From an optimization exercise on the open Yosys and OpenROAD flow, aimed at a short achievable clock period and few clock cycles per item; shortcuts taken in it are not production practice.
For this run, only the layout was checked, not whether the RTL still works.
Power and IR drop assume default switching activity.

[flow/design.v]
package csma_pkg;
  localparam int SUB_SLOTS_DEF = 90;
  localparam int KIND_W = 3;
  localparam int MED_W = 2;
  localparam int ADDR_W = 48;
  localparam int DRAW_W = 32;
  localparam int ACT_W = 4;
  localparam int MST_W = 3;
  localparam int CFG_IDX_W = 3;
  localparam int CFG_DATA_W = 16;
  localparam int TIME_W = 16;
  localparam int CW_W = 10;
  localparam int RETRY_W = 4;
  localparam int CW_FULL_W = 26;
  localparam int CW_TOP = 1021;
  localparam logic [KIND_W-1:0] K_TICK = 3'd0;
  localparam logic [KIND_W-1:0] K_FRAME = 3'd1;
  localparam logic [KIND_W-1:0] K_MEDIUM = 3'd2;
  localparam logic [KIND_W-1:0] K_RX_END = 3'd3;
  localparam logic [KIND_W-1:0] K_TX_DONE = 3'd4;
  localparam logic [MED_W-1:0] MED_IDLE = 2'd0;
  localparam logic [MED_W-1:0] MED_RECV = 2'd2;
  localparam logic [MST_W-1:0] M_IDLE = 3'd0;
  localparam logic [MST_W-1:0] M_DEFER = 3'd1;
  localparam logic [MST_W-1:0] M_DIFS = 3'd2;
  localparam logic [MST_W-1:0] M_BACKOFF = 3'd3;
  localparam logic [MST_W-1:0] M_TRANSMIT = 3'd4;
  localparam logic [MST_W-1:0] M_ACKWAIT = 3'd5;
  localparam logic [MST_W-1:0] M_RECEIVE = 3'd6;
  localparam logic [MST_W-1:0] M_SIFS = 3'd7;
  localparam logic [ACT_W-1:0] A_NONE = 4'd0;
  localparam logic [ACT_W-1:0] A_SEND_DATA = 4'd1;
  localparam logic [ACT_W-1:0] A_SEND_ACK = 4'd2;
  localparam logic [ACT_W-1:0] A_DELIVER = 4'd3;
  localparam logic [ACT_W-1:0] A_DROP_FCS = 4'd4;
  localparam logic [ACT_W-1:0] A_DROP_ADDR = 4'd5;
  localparam logic [ACT_W-1:0] A_TX_OK = 4'd6;
  localparam logic [ACT_W-1:0] A_TX_BCAST = 4'd7;
  localparam logic [ACT_W-1:0] A_GIVE_UP = 4'd8;
  localparam logic [ACT_W-1:0] A_RETRY = 4'd9;
  localparam logic [CFG_IDX_W-1:0] R_USE_ACK = 3'd0;
  localparam logic [CFG_IDX_W-1:0] R_DIFS = 3'd1;
  localparam logic [CFG_IDX_W-1:0] R_SIFS = 3'd2;
  localparam logic [CFG_IDX_W-1:0] R_ACK_TO = 3'd3;
  localparam logic [CFG_IDX_W-1:0] R_CW_MIN = 3'd4;
  localparam logic [CFG_IDX_W-1:0] R_CW_MAX = 3'd5;
  localparam logic [CFG_IDX_W-1:0] R_CW_MC = 3'd6;
  localparam logic [CFG_IDX_W-1:0] R_RETRY = 3'd7;
endpackage
module csma_ctrl #(
  parameter int SUB_SLOTS = csma_pkg::SUB_SLOTS_DEF
) (
  input  logic                             clk,
  input  logic                             rst,
  input  logic                             in_valid,
  output logic                             in_ready,
  input  logic [csma_pkg::KIND_W-1:0]      kind,
  input  logic [csma_pkg::MED_W-1:0]       medium_req,
  input  logic                             fcs_ok,
  input  logic                             for_us,
  input  logic                             frame_is_ack,
  input  logic                             dest_broadcast,
  input  logic                             dest_multicast,
  input  logic [csma_pkg::ADDR_W-1:0]      source_address,
  input  logic [csma_pkg::DRAW_W-1:0]      random_draw,
  output logic                             out_valid,
  input  logic                             out_ready,
  output logic [csma_pkg::ACT_W-1:0]       action,
  output logic [csma_pkg::MST_W-1:0]       mac_state,
  output logic [csma_pkg::ADDR_W-1:0]      ack_destination,
  output logic                             want_frame,
  input  logic                             cfg_valid,
  input  logic [csma_pkg::CFG_IDX_W-1:0]   cfg_index,
  input  logic [csma_pkg::CFG_DATA_W-1:0]  cfg_data,
  output logic                             div_start,
  output logic                             div_fast,
  output logic                             div_kmc,      
  output logic [csma_pkg::RETRY_W-1:0]     div_krc,      
  output logic                             div_sel4,     
  output logic [csma_pkg::CW_W-1:0]        div_cw_min,
  output logic [csma_pkg::CW_W-1:0]        div_cw_max,
  output logic [csma_pkg::CW_W-1:0]        div_cw_mc,
  output logic [csma_pkg::DRAW_W-1:0]      div_draw,
  input  logic                             div_last,
  input  logic                             div_last_next,
  input  logic [$clog2(csma_pkg::CW_TOP * SUB_SLOTS + 2)-1:0] div_rem,
  input  logic                             div_rem_z,
  input  logic                             div_rem_1
);
  localparam int DW = $clog2(csma_pkg::CW_TOP * SUB_SLOTS + 2);
  localparam int TW = (DW > csma_pkg::TIME_W) ? DW : csma_pkg::TIME_W;
  localparam int EW = (SUB_SLOTS > 1) ? $clog2(SUB_SLOTS) : 1;
  localparam int WW = csma_pkg::ACT_W + csma_pkg::MST_W + csma_pkg::ADDR_W + 1;
  logic                  use_ack;
  logic [csma_pkg::TIME_W-1:0]     difs_ticks, sifs_ticks, ack_timeout_ticks;
  logic [csma_pkg::CW_W-1:0]       cw_min, cw_max, cw_multicast;
  logic [csma_pkg::RETRY_W-1:0]    retry_limit;
  always_ff @(posedge clk) begin
    if (rst) begin
      use_ack <= 1'b1;
      difs_ticks <= '0; sifs_ticks <= '0; ack_timeout_ticks <= '0;
      cw_min <= csma_pkg::CW_W'(31); cw_max <= csma_pkg::CW_W'(1023);
      cw_multicast <= csma_pkg::CW_W'(31); retry_limit <= csma_pkg::RETRY_W'(7);
    end else if (cfg_valid) begin
      unique case (cfg_index)
        csma_pkg::R_USE_ACK: use_ack <= cfg_data[0];
        csma_pkg::R_DIFS:    difs_ticks <= cfg_data;
        csma_pkg::R_SIFS:    sifs_ticks <= cfg_data;
        csma_pkg::R_ACK_TO:  ack_timeout_ticks <= cfg_data;
        csma_pkg::R_CW_MIN:  cw_min <= cfg_data[csma_pkg::CW_W-1:0];
        csma_pkg::R_CW_MAX:  cw_max <= cfg_data[csma_pkg::CW_W-1:0];
        csma_pkg::R_CW_MC:   cw_multicast <= cfg_data[csma_pkg::CW_W-1:0];
        csma_pkg::R_RETRY:   retry_limit <= cfg_data[csma_pkg::RETRY_W-1:0];
        default: ;
      endcase
    end
  end
  logic                  difs_z, difs_1, sifs_z, sifs_1, ato_z, ato_1;
  logic [15:0]           f4tab;          
  logic                  f4tab_mc;
  logic [15:0]           ttab;           
  logic                  ttab_mc;
  logic [15:0]           ftab;           
  logic                  ftab_mc;
  function automatic logic [csma_pkg::CW_W-1:0] cw_of(input logic [csma_pkg::CW_W-1:0] c_min,
                                                    input logic [csma_pkg::CW_W-1:0] c_max,
                                                    input int r);
    logic [csma_pkg::CW_FULL_W-1:0] full;
    logic [csma_pkg::CW_W-1:0] w;
    full = (csma_pkg::CW_FULL_W'(c_min) << r) | ((csma_pkg::CW_FULL_W'(1) << r) - csma_pkg::CW_FULL_W'(1));
    if (full > csma_pkg::CW_FULL_W'(c_max)) w = c_max;
    else w = full[csma_pkg::CW_W-1:0];
    if (w < csma_pkg::CW_W'(2)) w = csma_pkg::CW_W'(2);
    cw_of = w;
  endfunction
  always_ff @(posedge clk) begin
    difs_z <= (difs_ticks == '0); difs_1 <= (difs_ticks == csma_pkg::TIME_W'(1));
    sifs_z <= (sifs_ticks == '0); sifs_1 <= (sifs_ticks == csma_pkg::TIME_W'(1));
    ato_z <= (ack_timeout_ticks == '0); ato_1 <= (ack_timeout_ticks == csma_pkg::TIME_W'(1));
    for (int r = 0; r < 16; r++) f4tab[r] <= (cw_of(cw_min, cw_max, r) == csma_pkg::CW_W'(4));
    f4tab_mc <= (cw_multicast == csma_pkg::CW_W'(4));
    for (int r = 0; r < 16; r++)
      ttab[r] <= (cw_max <= csma_pkg::CW_W'(2)) || (r == 0 && cw_min <= csma_pkg::CW_W'(2)) ||
                 (r == 1 && cw_min == '0);
    ttab_mc <= (cw_multicast <= csma_pkg::CW_W'(2));
    for (int r = 0; r < 16; r++)
      ftab[r] <= (cw_of(cw_min, cw_max, r) == csma_pkg::CW_W'(3)) ||
                 (cw_of(cw_min, cw_max, r) == csma_pkg::CW_W'(4));
    ftab_mc <= (cw_multicast == csma_pkg::CW_W'(3)) || (cw_multicast == csma_pkg::CW_W'(4));
  end
  logic                  irv, in_ready_r;
  logic                  i_kT, i_kF, i_kM, i_kR, i_kX;    
  logic                  i_free, i_recv;                  
  logic                  i_fcs, i_forus, i_isack, i_bc, i_mc;
  logic [csma_pkg::ADDR_W-1:0]     i_src;
  logic [csma_pkg::DRAW_W-1:0]     i_draw;
  assign in_ready = in_ready_r;
  always_ff @(posedge clk) begin
    if (in_ready_r) begin
      i_kT <= (kind == csma_pkg::K_TICK); i_kF <= (kind == csma_pkg::K_FRAME);
      i_kM <= (kind == csma_pkg::K_MEDIUM); i_kR <= (kind == csma_pkg::K_RX_END);
      i_kX <= (kind == csma_pkg::K_TX_DONE);
      i_free <= (medium_req == csma_pkg::MED_IDLE); i_recv <= (medium_req == csma_pkg::MED_RECV);
      i_fcs <= fcs_ok; i_forus <= for_us;
      i_isack <= frame_is_ack; i_bc <= dest_broadcast; i_mc <= dest_multicast;
      i_src <= source_address; i_draw <= random_draw;
    end
  end
  logic [7:0]            s1h;                 
  logic                  held, fbc, fmc;      
  logic                  bv;                  
  logic [DW-1:0]         bl;                  
  logic                  blz, bl1, pbl;       
  logic [TW-1:0]         tl;                  
  logic                  tz, t1, ptl;         
  logic                  td;                  
  logic [EW-1:0]         et;                  
  logic [csma_pkg::RETRY_W-1:0]    rc;
  logic                  rge;                 
  logic [csma_pkg::ADDR_W-1:0]     ack_addr;
  localparam logic [2:0] T_HOLD = 3'd0, T_DEC = 3'd1, T_ACK = 3'd2, T_SIFS = 3'd3,
                         T_DIFS = 3'd4, T_BL = 3'd5;
  localparam logic [1:0] B_HOLD = 2'd0, B_ZERO = 2'd1, B_REM = 2'd2, B_FRZ = 2'd3;
  localparam logic [1:0] E_HOLD = 2'd0, E_INC = 2'd1, E_ZERO = 2'd2;
  localparam logic [1:0] RC_HOLD = 2'd0, RC_ZERO = 2'd1, RC_INC = 2'd2;
  localparam logic [1:0] G_A = 2'd0, G_B = 2'd1, G_F = 2'd2;
  localparam int EVW = 40;
  function automatic logic [DW-1:0] ks_add(input logic [DW-1:0] a, input logic [DW-1:0] b);
    logic [DW-1:0] g, p, gg, pp, gn, pn;
    g = a & b;
    p = a ^ b;
    gg = g; pp = p;
    for (int d = 1; d < DW; d = d * 2) begin
      gn = gg; pn = pp;
      for (int i = d; i < DW; i++) begin
        gn[i] = gg[i] | (pp[i] & gg[i - d]);
        pn[i] = pp[i] & pp[i - d];
      end
      gg = gn; pp = pn;
    end
    ks_add = p ^ {gg[DW-2:0], 1'b0};
  endfunction
  function automatic logic [EVW-1:0] evalf(
    input logic [2:0] ms,
    input logic kT, kF, kM, kR, kX, free_m, recv_m,
    input logic e_fcs, e_forus, e_isack, e_bc, e_mc,
    input logic held, fbc, fmc, bv, td, rge, use_ack);
    logic [csma_pkg::MST_W-1:0] st;
    logic [csma_pkg::ACT_W-1:0] act;
    logic n_held, n_fbc, n_fmc, n_bv, aa_ld, sf, eb, gen, frame_new;
    logic [2:0] tl_sel;
    logic [1:0] bl_sel, et_sel, rc_op, gsel;
    st = ms; act = csma_pkg::A_NONE;
    n_held = held; n_fbc = fbc; n_fmc = fmc; n_bv = bv;
    tl_sel = T_HOLD; bl_sel = B_HOLD; et_sel = E_HOLD; rc_op = RC_HOLD;
    aa_ld = 1'b0; sf = 1'b0; eb = 1'b0; gen = 1'b0; gsel = G_A; frame_new = 1'b0;
    if (kF) begin
      if (!held) begin
        n_held = 1'b1; n_fbc = e_bc; n_fmc = e_mc;
        n_bv = 1'b0; bl_sel = B_ZERO; rc_op = RC_ZERO; frame_new = 1'b1;
        if (ms == csma_pkg::M_IDLE) sf = 1'b1;
      end
    end else begin
      case (ms)
        csma_pkg::M_DEFER: begin
          if (kM) begin
            if (free_m) sf = 1'b1;
            else if (recv_m) st = csma_pkg::M_RECEIVE;
          end
        end
        csma_pkg::M_DIFS: begin
          if (kT) begin
            tl_sel = T_DEC;
            if (td) eb = 1'b1;
          end else if (kM) begin
            if (recv_m) st = csma_pkg::M_RECEIVE;
            else if (!free_m) st = csma_pkg::M_DEFER;
          end
        end
        csma_pkg::M_BACKOFF: begin
          if (kT) begin
            et_sel = E_INC; tl_sel = T_DEC;
            if (td) begin
              n_bv = 1'b0; bl_sel = B_ZERO;
              st = csma_pkg::M_TRANSMIT; act = csma_pkg::A_SEND_DATA;
            end
          end else if (kM && !free_m) begin
            bl_sel = B_FRZ; et_sel = E_ZERO;
            st = recv_m ? csma_pkg::M_RECEIVE : csma_pkg::M_DEFER;
          end
        end
        csma_pkg::M_TRANSMIT: begin
          if (kX) begin
            if (fbc || !use_ack) begin
              n_held = 1'b0; n_fbc = 1'b0; n_fmc = 1'b0; n_bv = 1'b0;
              bl_sel = B_ZERO; rc_op = RC_ZERO;
              st = csma_pkg::M_IDLE; act = fbc ? csma_pkg::A_TX_BCAST : csma_pkg::A_TX_OK;
            end else begin
              tl_sel = T_ACK; st = csma_pkg::M_ACKWAIT;
            end
          end
        end
        csma_pkg::M_ACKWAIT: begin
          if (kR) begin
            if (e_fcs && e_forus && e_isack) begin
              n_held = 1'b0; n_fbc = 1'b0; n_fmc = 1'b0; n_bv = 1'b0;
              bl_sel = B_ZERO; rc_op = RC_ZERO;
              st = csma_pkg::M_IDLE; act = csma_pkg::A_TX_OK;
            end
          end else if (kT) begin
            tl_sel = T_DEC;
            if (td) begin
              st = csma_pkg::M_IDLE;
              if (rge) begin
                n_held = 1'b0; n_fbc = 1'b0; n_fmc = 1'b0; n_bv = 1'b0;
                bl_sel = B_ZERO; rc_op = RC_ZERO;
                act = csma_pkg::A_GIVE_UP;
              end else begin
                rc_op = RC_INC;
                gen = 1'b1; gsel = G_B; bl_sel = B_REM; n_bv = 1'b1;
                act = csma_pkg::A_RETRY;
              end
            end
          end
        end
        csma_pkg::M_RECEIVE: begin
          if (kR) begin
            st = csma_pkg::M_IDLE;
            if (!e_fcs) act = csma_pkg::A_DROP_FCS;
            else if (e_isack) act = csma_pkg::A_NONE;
            else if (e_bc) act = csma_pkg::A_DELIVER;
            else if (e_forus) begin
              act = csma_pkg::A_DELIVER;
              if (use_ack) begin
                aa_ld = 1'b1; tl_sel = T_SIFS; st = csma_pkg::M_SIFS;
              end
            end else act = csma_pkg::A_DROP_ADDR;
          end
        end
        csma_pkg::M_SIFS: begin
          if (kT) begin
            tl_sel = T_DEC;
            if (td) begin
              st = csma_pkg::M_IDLE; act = csma_pkg::A_SEND_ACK;
            end
          end
        end
        default: ;
      endcase
    end
    if (!sf && st == csma_pkg::M_IDLE) begin
      if (recv_m) st = csma_pkg::M_RECEIVE;
      else if (n_held) sf = 1'b1;
    end
    if (sf) begin
      if (!free_m) st = csma_pkg::M_DEFER;
      else if (use_ack) begin
        tl_sel = T_DIFS; st = csma_pkg::M_DIFS;
      end else eb = 1'b1;
    end
    if (eb) begin
      if (!n_bv) begin
        gen = 1'b1; gsel = frame_new ? G_F : G_A; bl_sel = B_REM; n_bv = 1'b1;
      end
      tl_sel = T_BL; et_sel = E_ZERO; st = csma_pkg::M_BACKOFF;
    end
    evalf = {st, act, n_held, n_fbc, n_fmc, n_bv, 8'(1) << st, 6'(1) << tl_sel, 4'(1) << bl_sel,
             3'(1) << et_sel, 3'(1) << rc_op, 3'(1) << gsel, aa_ld, gen};
  endfunction
  logic [csma_pkg::MST_W-1:0]      st;
  logic [csma_pkg::ACT_W-1:0]      act;
  logic                  n_held, n_fbc, n_fmc, n_bv;
  logic [7:0]            st_oh;
  logic [5:0]            tl_oh;
  logic [3:0]            bl_oh;
  logic [2:0]            et_oh, rc_oh, gs_oh;
  logic                  aa_ld, gen, send_ack;
  logic [EVW-1:0]        ev;
  always_comb begin
    ev = '0;
    for (int k = 0; k < 8; k++) begin
      if (s1h[k])
        ev = ev | evalf(3'(k), i_kT, i_kF, i_kM, i_kR, i_kX, i_free, i_recv,
                        i_fcs, i_forus, i_isack, i_bc, i_mc,
                        held, fbc, fmc, bv, td, rge, use_ack);
    end
    {st, act, n_held, n_fbc, n_fmc, n_bv, st_oh, tl_oh, bl_oh, et_oh, rc_oh, gs_oh, aa_ld, gen} = ev;
    send_ack = i_kT && s1h[csma_pkg::M_SIFS] && td;
  end
  logic                  k_mc, triv, tr_a, tr_b, tr_f, fast, fa_a, fa_b, fa_f;
  logic                  s4, s4_a, s4_b, s4_f;
  logic [csma_pkg::RETRY_W-1:0]    k_rc;
  always_comb begin
    tr_a = (fbc | fmc) ? ttab_mc : ttab[rc];
    tr_b = (fbc | fmc) ? ttab_mc : ttab[rc + csma_pkg::RETRY_W'(1)];
    tr_f = (i_bc | i_mc) ? ttab_mc : ttab[0];
    fa_a = (fbc | fmc) ? ftab_mc : ftab[rc];
    fa_b = (fbc | fmc) ? ftab_mc : ftab[rc + csma_pkg::RETRY_W'(1)];
    fa_f = (i_bc | i_mc) ? ftab_mc : ftab[0];
    s4_a = (fbc | fmc) ? f4tab_mc : f4tab[rc];
    s4_b = (fbc | fmc) ? f4tab_mc : f4tab[rc + csma_pkg::RETRY_W'(1)];
    s4_f = (i_bc | i_mc) ? f4tab_mc : f4tab[0];
    if (gs_oh[G_B]) begin
      k_mc = fbc | fmc; k_rc = rc + csma_pkg::RETRY_W'(1); triv = tr_b; fast = fa_b; s4 = s4_b;
    end else if (gs_oh[G_F]) begin
      k_mc = i_bc | i_mc; k_rc = '0; triv = tr_f; fast = fa_f; s4 = s4_f;
    end else begin
      k_mc = fbc | fmc; k_rc = rc; triv = tr_a; fast = fa_a; s4 = s4_a;
    end
  end
  logic [DW-1:0]         bl_n;
  logic                  blz_n, bl1_n, pbl_n;
  logic [TW-1:0]         tl_n;
  logic                  tz_n, t1_n, ptl_n;
  logic [7:0]            s1h_n;
  logic [EW-1:0]         et_n;
  logic [csma_pkg::RETRY_W-1:0]    rc_n;
  logic                  rge_n;
  always_comb begin
    bl_n = ({DW{bl_oh[B_FRZ]}} & ks_add(DW'(tl), DW'(et))) | ({DW{bl_oh[B_HOLD]}} & bl);
    blz_n = bl_oh[B_ZERO] | bl_oh[B_REM] | (bl_oh[B_FRZ] & tz & (et == '0)) | (bl_oh[B_HOLD] & blz);
    bl1_n = (bl_oh[B_FRZ] & ((tz & (et == EW'(1))) | (t1 & (et == '0)))) | (bl_oh[B_HOLD] & bl1);
    pbl_n = (bl_oh[B_REM] & !triv) | (bl_oh[B_FRZ] & ptl) | (bl_oh[B_HOLD] & pbl);
    tl_n = ({TW{tl_oh[T_DEC]}} & (tz ? tl : tl - TW'(1))) |
           ({TW{tl_oh[T_ACK]}} & TW'(ack_timeout_ticks)) |
           ({TW{tl_oh[T_SIFS]}} & TW'(sifs_ticks)) |
           ({TW{tl_oh[T_DIFS]}} & TW'(difs_ticks)) |
           ({TW{tl_oh[T_BL] & !bl_oh[B_REM]}} & TW'(bl)) |
           ({TW{tl_oh[T_HOLD]}} & tl);
    tz_n = (tl_oh[T_DEC] & td) | (tl_oh[T_ACK] & ato_z) | (tl_oh[T_SIFS] & sifs_z) |
           (tl_oh[T_DIFS] & difs_z) | (tl_oh[T_BL] & (bl_oh[B_REM] | blz)) | (tl_oh[T_HOLD] & tz);
    t1_n = (tl_oh[T_DEC] & (tl == TW'(2))) | (tl_oh[T_ACK] & ato_1) | (tl_oh[T_SIFS] & sifs_1) |
           (tl_oh[T_DIFS] & difs_1) | (tl_oh[T_BL] & !bl_oh[B_REM] & bl1) | (tl_oh[T_HOLD] & t1);
    ptl_n = (tl_oh[T_DEC] & ptl) | (tl_oh[T_BL] & (bl_oh[B_REM] ? !triv : pbl)) | (tl_oh[T_HOLD] & ptl);
    s1h_n = st_oh;
    et_n = ({EW{et_oh[E_INC]}} & ((et == EW'(SUB_SLOTS - 1)) ? '0 : et + EW'(1))) |
           ({EW{et_oh[E_HOLD]}} & et);
    rge_n = (rc_oh[RC_ZERO] & (retry_limit == '0)) |
            (rc_oh[RC_INC] & (rc + csma_pkg::RETRY_W'(1) >= retry_limit)) |
            (rc_oh[RC_HOLD] & (rc >= retry_limit));
    rc_n = ({csma_pkg::RETRY_W{rc_oh[RC_INC]}} & (rc + csma_pkg::RETRY_W'(1))) |
           ({csma_pkg::RETRY_W{rc_oh[RC_HOLD]}} & rc);
  end
  logic                  ov0, ov1;
  logic [WW-1:0]         w0, w1, wn;
  logic                  commit, pop;
  logic                  commit_r;
  assign commit = commit_r;
  assign pop = ov0 && out_ready;
  assign wn = {act, st, send_ack ? ack_addr : csma_pkg::ADDR_W'(0), (st == csma_pkg::M_IDLE) && !n_held};
  assign div_start = commit && gen && !triv;
  assign div_fast = fast;
  assign div_kmc = k_mc;
  assign div_krc = k_rc;
  assign div_sel4 = s4;
  assign div_cw_min = cw_min;
  assign div_cw_max = cw_max;
  assign div_cw_mc = cw_multicast;
  assign div_draw = i_draw;
  always_ff @(posedge clk) begin
    if (rst) begin
      s1h <= 8'd1; held <= 1'b0; fbc <= 1'b0; fmc <= 1'b0; bv <= 1'b0;
      bl <= '0; blz <= 1'b1; bl1 <= 1'b0; pbl <= 1'b0;
      tl <= '0; tz <= 1'b1; t1 <= 1'b0; ptl <= 1'b0; td <= 1'b1;
      et <= '0; rc <= '0; rge <= 1'b0; ack_addr <= '0;
    end else if (commit) begin
      s1h <= s1h_n; held <= n_held; fbc <= n_fbc; fmc <= n_fmc; bv <= n_bv;
      bl <= bl_n; blz <= blz_n; bl1 <= bl1_n; pbl <= pbl_n;
      tl <= tl_n; tz <= tz_n; t1 <= t1_n; ptl <= ptl_n; td <= tz_n | t1_n;
      et <= et_n; rc <= rc_n; rge <= rge_n;
      if (aa_ld) ack_addr <= i_src;
    end else begin
      rge <= (rc >= retry_limit);
    end
    if (!rst && !commit && div_last) begin
      if (pbl) begin
        bl <= div_rem; blz <= div_rem_z; bl1 <= div_rem_1; pbl <= 1'b0;
      end
      if (ptl) begin
        tl <= TW'(div_rem); tz <= div_rem_z; t1 <= div_rem_1; ptl <= 1'b0;
        td <= div_rem_z | div_rem_1;
      end
    end
  end
  logic irv_n, ov1_n, ptl_nx, stall_nx;
  always_comb begin
    irv_n = (in_valid && in_ready_r) || (irv && !commit);
    if (ov1) ov1_n = !pop;
    else ov1_n = commit && ov0 && !pop;
    ptl_nx = commit ? ptl_n : (div_last ? 1'b0 : ptl);
    stall_nx = div_last_next ||
               (ptl_nx && (commit ? s1h_n[csma_pkg::M_BACKOFF] : s1h[csma_pkg::M_BACKOFF]) &&
                (in_ready_r ? (kind == csma_pkg::K_TICK) : i_kT));
  end
  always_ff @(posedge clk) begin
    if (rst) begin
      irv <= 1'b0; ov0 <= 1'b0; ov1 <= 1'b0; in_ready_r <= 1'b1; commit_r <= 1'b0;
    end else begin
      irv <= irv_n;
      if (!ov0 || pop) ov0 <= ov1 || commit;
      ov1 <= ov1_n;
      commit_r <= irv_n && !ov1_n && !stall_nx;
      in_ready_r <= !irv_n || (!ov1_n && !div_last_next && !ptl_nx);
    end
  end
  always_ff @(posedge clk) begin
    if (!ov0 || pop) w0 <= ov1 ? w1 : wn;
    if (!ov1) w1 <= wn;
  end
  assign out_valid = ov0;
  assign {action, mac_state, ack_destination, want_frame} = w0;
endmodule
module csma_dp #(
  parameter int SUB_SLOTS = csma_pkg::SUB_SLOTS_DEF
) (
  input  logic                           clk,
  input  logic                           rst,
  input  logic                           start,
  input  logic                           fast,   
  input  logic                           kmc,      
  input  logic [csma_pkg::RETRY_W-1:0]   krc,      
  input  logic                           sel4,     
  input  logic [csma_pkg::CW_W-1:0]      cw_min,
  input  logic [csma_pkg::CW_W-1:0]      cw_max,
  input  logic [csma_pkg::CW_W-1:0]      cw_mc,
  input  logic [csma_pkg::DRAW_W-1:0]    draw,
  input  logic                           cap,       
  input  logic [csma_pkg::DRAW_W-1:0]    draw_in,   
  output logic                           last,
  output logic                           last_next,
  output logic [$clog2(csma_pkg::CW_TOP * SUB_SLOTS + 2)-1:0] rem,
  output logic                           rem_z,
  output logic                           rem_1
);
  localparam int DW = $clog2(csma_pkg::CW_TOP * SUB_SLOTS + 2);
  localparam int NNIB = csma_pkg::DRAW_W / 4;
  localparam int CNT_W = $clog2(csma_pkg::DRAW_W + 1);
  localparam int D1 = SUB_SLOTS + 1;           
  localparam int D2 = 2 * SUB_SLOTS + 1;       
  localparam int KW = $clog2(D2);              
  localparam int SW = KW + 3;                  
  function automatic int nib_res(input int d, input int i, input int n);
    longint p;
    p = 1;
    for (int k = 0; k < i; k++) p = (p * 16) % d;
    nib_res = int'((p * n) % d);
  endfunction
  function automatic logic [KW-1:0] nib_tab(input int d, input int i, input logic [3:0] n);
    logic [KW-1:0] t [0:15];
    for (int k = 0; k < 16; k++) t[k] = KW'(nib_res(d, i, k));
    nib_tab = t[n];
  endfunction
  function automatic logic [csma_pkg::CW_W-1:0] cw_clamp(input logic [csma_pkg::CW_FULL_W-1:0] full,
                                                      input logic [csma_pkg::CW_W-1:0] c_max);
    logic [csma_pkg::CW_W-1:0] w;
    if (full > csma_pkg::CW_FULL_W'(c_max)) w = c_max;
    else w = full[csma_pkg::CW_W-1:0];
    if (w < csma_pkg::CW_W'(2)) w = csma_pkg::CW_W'(2);
    cw_clamp = w;
  endfunction
  localparam logic [2:0] P_IDLE = 3'd0, P_A = 3'd1, P_B = 3'd2, P_D = 3'd3, P_IT = 3'd4,
                         P_K = 3'd5;
  logic [2:0]                    ph;
  logic                          kmc_r, sel4_r;
  logic [csma_pkg::RETRY_W-1:0]  krc_r;
  logic [csma_pkg::CW_W-1:0]     cw_r;
  logic [csma_pkg::CW_FULL_W-1:0] full_r;
  logic [csma_pkg::DRAW_W-1:0]   q;
  logic [SW-1:0]                 s1, s2;
  logic [DW-1:0]                 d_r, r, d_a, d_b, d_c;
  logic [CNT_W-1:0]              cnt;
  logic [KW-1:0]   n1 [0:NNIB-1], n2 [0:NNIB-1];
  logic [4*SW-1:0] w1, w2;
  always_comb begin
    for (int i = 0; i < NNIB; i++) begin
      n1[i] = nib_tab(D1, i, draw_in[4*i +: 4]);
      n2[i] = nib_tab(D2, i, draw_in[4*i +: 4]);
    end
  end
  always_ff @(posedge clk) begin
    if (cap) begin
      w1 <= csa8to4({n1[7], n1[6], n1[5], n1[4], n1[3], n1[2], n1[1], n1[0]});
      w2 <= csa8to4({n2[7], n2[6], n2[5], n2[4], n2[3], n2[2], n2[1], n2[0]});
    end
  end
  function automatic logic [SW-1:0] ks_add(input logic [SW-1:0] a, input logic [SW-1:0] b);
    logic [SW-1:0] g, p, gg, pp, gn, pn;
    g = a & b;
    p = a ^ b;
    gg = g; pp = p;
    for (int d = 1; d < SW; d = d * 2) begin
      gn = gg; pn = pp;
      for (int i = d; i < SW; i++) begin
        gn[i] = gg[i] | (pp[i] & gg[i - d]);
        pn[i] = pp[i] & pp[i - d];
      end
      gg = gn; pp = pn;
    end
    ks_add = p ^ {gg[SW-2:0], 1'b0};
  endfunction
  function automatic logic [2*SW-1:0] fa3(input logic [SW-1:0] x, input logic [SW-1:0] y,
                                          input logic [SW-1:0] z);
    fa3 = {x ^ y ^ z, ((x & y) | (x & z) | (y & z)) << 1};
  endfunction
  function automatic logic [4*SW-1:0] csa8to4(input logic [8*KW-1:0] v);
    logic [SW-1:0] x [0:7];
    logic [SW-1:0] a0, b0, a1, b1, a2, b2, a3, b3;
    for (int i = 0; i < 8; i++) x[i] = SW'(v[KW*i +: KW]);
    {a0, b0} = fa3(x[0], x[1], x[2]);
    {a1, b1} = fa3(x[3], x[4], x[5]);
    {a2, b2} = fa3(a0, b0, a1);
    {a3, b3} = fa3(b1, x[6], x[7]);
    csa8to4 = {a2, b2, a3, b3};
  endfunction
  function automatic logic [SW-1:0] sum4(input logic [4*SW-1:0] w);
    logic [SW-1:0] a4, b4, a5, b5;
    {a4, b4} = fa3(w[3*SW +: SW], w[2*SW +: SW], w[SW +: SW]);
    {a5, b5} = fa3(a4, b4, w[0 +: SW]);
    sum4 = ks_add(a5, b5);
  endfunction
  function automatic logic [KW-1:0] red8(input logic [SW-1:0] s, input int d);
    logic [KW-1:0] res;
    res = s[KW-1:0];
    for (int m = 1; m < 8; m++)
      if (s >= SW'(m * d)) res = KW'(s - SW'(m * d));
    red8 = res;
  endfunction
  logic [DW:0]    trial;
  logic [DW-1:0]  r_next;
  always_comb begin
    trial = {r, q[csma_pkg::DRAW_W-1]};
    if (trial >= {1'b0, d_r}) r_next = DW'(trial - {1'b0, d_r});
    else r_next = trial[DW-1:0];
    if (ph == P_IT) rem = r_next;
    else if (sel4_r) rem = DW'(red8(s2, D2));
    else rem = DW'(red8(s1, D1));
  end
  assign last_next = (start && fast) || (ph == P_IT && cnt == CNT_W'(2));
  function automatic logic is_res(input logic [SW-1:0] s, input int d, input int k);
    logic hit;
    hit = 1'b0;
    for (int m = 0; m < 8; m++) if (s == SW'(m * d + k)) hit = 1'b1;
    is_res = hit;
  endfunction
  always_comb begin
    if (ph == P_IT) begin
      rem_z = (r_next == '0);
      rem_1 = (r_next == DW'(1));
    end else if (sel4_r) begin
      rem_z = is_res(s2, D2, 0);
      rem_1 = is_res(s2, D2, 1);
    end else begin
      rem_z = is_res(s1, D1, 0);
      rem_1 = is_res(s1, D1, 1);
    end
  end
  always_ff @(posedge clk) begin
    if (rst) last <= 1'b0;
    else last <= last_next;
  end
  always_ff @(posedge clk) begin
    if (rst) ph <= P_IDLE;
    else begin
      unique case (ph)
        P_IDLE: if (start && !fast) ph <= P_K;
        P_K: ph <= P_A;
        P_A: ph <= P_B;
        P_B: ph <= P_D;
        P_D: ph <= P_IT;
        P_IT: if (cnt == CNT_W'(1)) ph <= P_IDLE;
        default: ph <= P_IDLE;
      endcase
    end
  end
  always_ff @(posedge clk) begin
    if (ph == P_IDLE) begin
      kmc_r <= kmc; krc_r <= krc; sel4_r <= sel4;
      q <= draw;
    end else if (ph == P_IT) begin
      q <= q << 1;
    end
    s1 <= sum4(w1);
    s2 <= sum4(w2);
    full_r <= (csma_pkg::CW_FULL_W'(cw_min) << krc_r) |
              ((csma_pkg::CW_FULL_W'(1) << krc_r) - csma_pkg::CW_FULL_W'(1));
    if (kmc_r) cw_r <= (cw_mc < csma_pkg::CW_W'(2)) ? csma_pkg::CW_W'(2) : cw_mc;
    else cw_r <= cw_clamp(full_r, cw_max);
    d_a <= DW'(cw_r) * DW'(SUB_SLOTS & ~7);
    d_c <= DW'(cw_r) * DW'(SUB_SLOTS & 7);
    d_b <= d_a + d_c - DW'(2 * SUB_SLOTS - 1);
    if (ph == P_D) begin
      r <= '0;
      cnt <= CNT_W'(csma_pkg::DRAW_W);
    end else if (ph == P_IT) begin
      r <= r_next;
      cnt <= cnt - CNT_W'(1);
    end
  end
  assign d_r = d_b;
endmodule
module csma_ca_mac_controller #(
  parameter int SUB_SLOTS = csma_pkg::SUB_SLOTS_DEF
) (
  input  logic                             clk,
  input  logic                             rst,
  input  logic                             in_valid,
  output logic                             in_ready,
  input  logic [csma_pkg::KIND_W-1:0]      kind,
  input  logic [csma_pkg::MED_W-1:0]       medium_req,
  input  logic                             fcs_ok,
  input  logic                             for_us,
  input  logic                             frame_is_ack,
  input  logic                             dest_broadcast,
  input  logic                             dest_multicast,
  input  logic [csma_pkg::ADDR_W-1:0]      source_address,
  input  logic [csma_pkg::DRAW_W-1:0]      random_draw,
  output logic                             out_valid,
  input  logic                             out_ready,
  output logic [csma_pkg::ACT_W-1:0]       action,
  output logic [csma_pkg::MST_W-1:0]       mac_state,
  output logic [csma_pkg::ADDR_W-1:0]      ack_destination,
  output logic                             want_frame,
  input  logic                             cfg_valid,
  output logic                             cfg_ready,
  input  logic [csma_pkg::CFG_IDX_W-1:0]   cfg_index,
  input  logic [csma_pkg::CFG_DATA_W-1:0]  cfg_data
);
  localparam int DW = $clog2(csma_pkg::CW_TOP * SUB_SLOTS + 2);
  logic                          div_start, div_fast;
  logic                          div_kmc, div_sel4;
  logic [csma_pkg::RETRY_W-1:0]  div_krc;
  logic [csma_pkg::CW_W-1:0]     div_cw_min, div_cw_max, div_cw_mc;
  logic [csma_pkg::DRAW_W-1:0]   div_draw;
  logic                          div_last, div_last_next;
  logic [DW-1:0]                 div_rem;
  logic                          div_rem_z, div_rem_1;
  assign cfg_ready = 1'b1;
  csma_ctrl #(.SUB_SLOTS(SUB_SLOTS)) u_ctrl (
    .clk             (clk),
    .rst             (rst),
    .in_valid        (in_valid),
    .in_ready        (in_ready),
    .kind            (kind),
    .medium_req      (medium_req),
    .fcs_ok          (fcs_ok),
    .for_us          (for_us),
    .frame_is_ack    (frame_is_ack),
    .dest_broadcast  (dest_broadcast),
    .dest_multicast  (dest_multicast),
    .source_address  (source_address),
    .random_draw     (random_draw),
    .out_valid       (out_valid),
    .out_ready       (out_ready),
    .action          (action),
    .mac_state       (mac_state),
    .ack_destination (ack_destination),
    .want_frame      (want_frame),
    .cfg_valid       (cfg_valid),
    .cfg_index       (cfg_index),
    .cfg_data        (cfg_data),
    .div_start       (div_start),
    .div_fast        (div_fast),
    .div_kmc         (div_kmc),
    .div_krc         (div_krc),
    .div_sel4        (div_sel4),
    .div_cw_min      (div_cw_min),
    .div_cw_max      (div_cw_max),
    .div_cw_mc       (div_cw_mc),
    .div_draw        (div_draw),
    .div_last        (div_last),
    .div_last_next   (div_last_next),
    .div_rem         (div_rem),
    .div_rem_z       (div_rem_z),
    .div_rem_1       (div_rem_1)
  );
  csma_dp #(.SUB_SLOTS(SUB_SLOTS)) u_dp (
    .clk       (clk),
    .rst       (rst),
    .start     (div_start),
    .fast      (div_fast),
    .kmc       (div_kmc),
    .krc       (div_krc),
    .sel4      (div_sel4),
    .cw_min    (div_cw_min),
    .cw_max    (div_cw_max),
    .cw_mc     (div_cw_mc),
    .draw      (div_draw),
    .cap       (in_ready),
    .draw_in   (random_draw),
    .last      (div_last),
    .last_next (div_last_next),
    .rem       (div_rem),
    .rem_z     (div_rem_z),
    .rem_1     (div_rem_1)
  );
endmodule
[flow/flow/run.sh]
#!/bin/bash
# Standard layout, with the timing repair aiming further below the clock period.
set -e
export SETUP_SLACK_MARGIN=8
bash standard.sh > standard_flow.log 2>&1
[flow/standard.sh]
#!/bin/bash
# synth_recipe.tcl (not shown) runs the flow's synth.tcl, then flattens the netlist and writes it again
# the make line also repeats each setting of config.mk as NAME=value (left out here)
make -C /OpenROAD-flow-scripts/flow DESIGN_CONFIG=/design/flow/config.mk WORK_HOME=/design/flow/orfs CLKGATE_MAP_FILE= SYNTH_SCRIPT=/design/flow/synth_recipe.tcl "${@:-finish}"
[flow/config.mk]
export PLATFORM = sky130hd
export DESIGN_NAME = csma_ca_mac_controller
export DESIGN_NICKNAME = csma_ca_mac_controller
export VERILOG_FILES = /design/flow/design.v
export SDC_FILE = /design/flow/constraint.sdc
export NUM_CORES = 4
export LEC_CHECK = 0
export ABC_CLOCK_PERIOD_IN_PS = 3000
export CAP_MARGIN = 20
export CORE_MARGIN = 2
export CORE_UTILIZATION = 40
export SLEW_MARGIN = 20
[flow/constraint.sdc]
create_clock -name core_clock -period 11.0 [get_ports {clk}]
set_input_delay 2.2000 -clock core_clock [delete_from_list [all_inputs] [get_ports {clk}]]
set_output_delay 2.2000 -clock core_clock [all_outputs]
set_load 0.01 [all_outputs]
==> summary.md <==
| Metric | Value |
|---|---|
| DRT Pass-1 Iters | 8 |
| Fin nets | 4534 |
| Crit Path Max Fanout | 4 |
| Gr usage total | 22.19% |
| Clk pin slew, worst setup/hold paths | 0.05 ns |
| Core area | 91660 µm² |
| Syn Inst Count | 3831 |
| Tmin final | 3.717 ns |
| Worst Path Required | 11.40 ns |
| Leak | 17.95 nW |
| CP startpoint | random_draw[21] |
| Clock Sink Count | 666 |
| Worst Path Class, Setup | in -> reg |
| Total placed cells including tap cells | 5007 |
| Top-count cell post-synth | nand2_1 |
| Synth area leaders | dfxtp_1 (23%), edfxtp_1 (20%), ha_1 (8.7%), fa_1 (4.5%), nand2_1 (4.4%) |
| CTS tree | done |
| Cts hold-fix bufs | 0 |
| Die X | 308.0 µm |
| Initial antenna violation count | 4 |
| GPL Wtd Cong | 0.9359 |
| Die ar. | 94830 µm² |
| Reg2reg path depth | 10 |
| Clock Skew | 0.02590 ns |
| Min-delay worst type | reg -> reg |
| Max Transition Viols Final | 0 |
| MaxCap Viol Count | 0 |
| Placement Rows | 111 |
| Ys async rst share | 0% |
| Share of the synthesized area in the top cell type | 22.59% |
| Status | finished clean |
| Relative slew slack | 30.55% |
| Peak VDD IR | 129.8 µV |
| Ys flop type | dfxtp_1 |
| Final routed DRC violation total | 0 |
| Post-DP HPWL | 72.61 mm |
| Synthesized area | 36950 µm² |
| Most frequent cells after synthesis | nand2_1 (431), dfxtp_1 (417), a21oi_1 (292) |
| Area delta synth->final | 23.69% |
| Average size of a mapped cell | 9.646 µm² |
| Unrepaired setup endpoints after global routing | true |
| Period utilization | 33.79% |
| First-pass GRT wire length | 166.9 mm |
| Number of synthesized flops with an enable pin | 249 |
| RR Startpoint | u_dp.q[31] |
| Nature of the critical path startpoint | input pin |
| Fin Setup TNS | 0 ns |
| Die Ht | 308.0 µm |
| Worst-skew pair later-pin latency | 0.66 ns |
| Seq/Total Area, Yosys | 42.82% |
| Fmax | 0.2691 GHz |
| # IOs | 173 |
| Synthesized Nets | 4286 |
| Post-synth top area cell | dfxtp_1 |
| Clk buf depth | 3 |
| Clk root buf | clkbuf_16 |
| Power per Cell Area | 220.1 nW/µm² |
| Synth unique cells | 100 |
| Pin count of the biggest net entering global routing | 150 |
| Hold path cells | 0 |
| Worst Tran Pin Value | 1.042 ns |
| Fin cells | 5332 |
| Layout Utilization | 49.86% |
| Layout cell share with drive strength beyond 1 | 21.65% |
| Arrival time at the worst endpoint | 4.11 ns |
| H-tree levels | 3 |
| Port bufs | 171 |
| Setup violators final | 0 |
| GRT overflow | 0 |
| Final hold vios | 0 |
| Routed WL | 108.4 mm |
| Yosys warning count | 22 |
| Endpoint type of the worst setup path | flip-flop |
| Initial core utilization | 40.32% |
| Worst hold path startpoint | u_dp.d_a[3] |
| Routed vias | 30250 |
| Yosys reg bits | 666 |
| Avg WL per Cell | 20.33 µm |
| Fillers | 8417 |
| CTS Buf Count | 77 |
| Routed Antenna Nets | 0 |
| Iteration-0 DRC Markers | 2731 |
| Vias in the first global route | 28700 |
| Via density per instance | 5.673 |
==> kinds of logic (layout without fill, tap and decap cells) <==
kind of cell	count (synthesis)	count (layout)	share of synthesized area [%]
buffers and inverters	452	761	4.659
AO/OA/AOI/OAI	1007	1007	18.11
other	2	4	0.02032
adder cells (fa/ha/maj)	341	341	13.23
flip-flops	666	666	42.82
AND/OR/NAND/NOR	1138	1142	14.56
multiplexers	127	127	4.273
XOR/XNOR	98	98	2.323
==> timing repair <==
| action | 4_1_cts | 5_1_grt |
|---|---|---|
| buffers inserted | 111 | 60 |
| pin swaps | 78 | 105 |
| cloned | 6 | 2 |
| endpoints found under the setup margin | 328 | 212 |
| resized for setup | 647 | 212 |
==> routing by layer <==
| metal | global-route usage, % | part of all wire (%) | vias to the layer above |
|---|---|---|---|
| li1 | - | - | 14360 |
| met1 | 31.26 | 45 | 14690 |
| met2 | 34.87 | 46 | 986 |
| met3 | 3.408 | 6.0 | 207 |
| met4 | 7.136 | 3.2 | 0 |
| met5 | 0 | 0 | - |
==> power by group <==
part	switching [W]	leakage (nW)	internal (W)
Clock	0.00106	1.23	0.00150
Sequential	0.000314	6.14	0.00288
Combinational	0.00235	10.6	0.00194
Total	0.00373	17.9	0.00633
==> path summary, 6_finish.rpt <==
check / endpoint / slack, ns
max: u_dp.w1[38] / 7.28
min: u_dp.d_b[1] / 0.36
max reg2reg: u_ctrl.blz / 7.75
min reg2reg: u_dp.d_b[1] / 0.36
==> registers in the layout, summed over array words and instances (netlist names), 11 cells and up <==
signal and count:
u_ctrl.ack_addr 48, u_ctrl.ack_timeout_ticks 16, u_ctrl.bl 17, u_ctrl.difs_ticks 16, u_ctrl.f4tab 12, u_ctrl.ftab 12
u_ctrl.i_draw 32, u_ctrl.i_src 48, u_ctrl.sifs_ticks 16, u_ctrl.tl 17, u_ctrl.w0 56, u_ctrl.w1 56
u_dp.d_a 14, u_dp.d_b 16, u_dp.full_r 26, u_dp.q 32, u_dp.r 17, u_dp.s2 11
u_dp.w1 30, u_dp.w2 34
==> layout make-up <==
class	instances	area (µm²)	area share, %
Sequential cell	666	15890	34.76
Clock inverter	41	425.4	0.9307
Clock buffer	103	2111	4.618
Multi-Input combinational cell	2717	21480	46.99
Inverter	246	1033	2.261
Antenna cell	2	5.005	0.01095
Timing Repair Buffer	371	3282	7.180
Tap cell	1186	1484	3.247
==> worst max-delay path, cell delays in order <==
cell and delay [ns]:
buf_12 0.09, clkinvlp_4 0.14, ha_4 0.27, buf_4 0.15, mux4_2 0.54, ha_4 0.30, fa_2 0.41
==> cells in the final DEF (no fill, tap or decap), types with 35 or more instances in the layout <==
master           count
a21o_1              44
a21oi_1            251
a22o_1              56
buf_2               61
buf_4              165
clkbuf_16           80
clkdlybuf4s50_1     80
dfxtp_1            391
edfxtp_1           249
fa_1                49
ha_1               205
inv_1              204
mux2_2              52
mux2i_1             46
nand2_1            421
nand2b_1            35
nand3_1             51
nand4_1             36
nor2_1             235
nor2b_1             52
nor3_1              56
nor4_1              36
o211ai_1            36
o21ai_0            147
xnor2_1             55
==> per-stage QoR <==
step / instance area, µm² / hold slack (ns) / setup slack (ns) / power [W]
CTS: 44360 / 0.3611 / 7.359 / 0.009643
global route: 45710 / 0.3715 / 7.260 / 0.01068
finish: 45710 / 0.3610 / 7.283 / 0.01006
floorplan: 37870 / 0.3308 / 6.849 / 0.005643
global placement: 40100 / 0.3529 / 5.747 / 0.006575
detailed placement: 40100 / 0.3551 / 5.681 / 0.006596

-- re-timing with driven ports --
The results above use ideal ports. As a check the final layout listed here was re-extracted and re-timed, cells and wires unchanged.
Step 1, drivers: a clkbuf_16 drives clk and a buf_2 each remaining input, both assumed.
Step 2 adds t to the input delays and takes it off the output delays; t is the mean of the earliest and latest rising clock arrival at the registers after step 1. Input paths then give back, and output paths get back, about the clock's delay inside the block.
a / b / c = ideal ports / drivers / drivers and shift; a / b = the first two.
t (ns): 0.712
slack for setup (ns): 7.283 / 7.289 / 6.578
worst data-port slew with drivers (ns): 0.20
pins driven straight from the clock port: 1
After both steps this run still meets setup and hold. For this run, drivers alone change the setup slack by +0.006 ns; drivers and shift together by -0.705 ns.
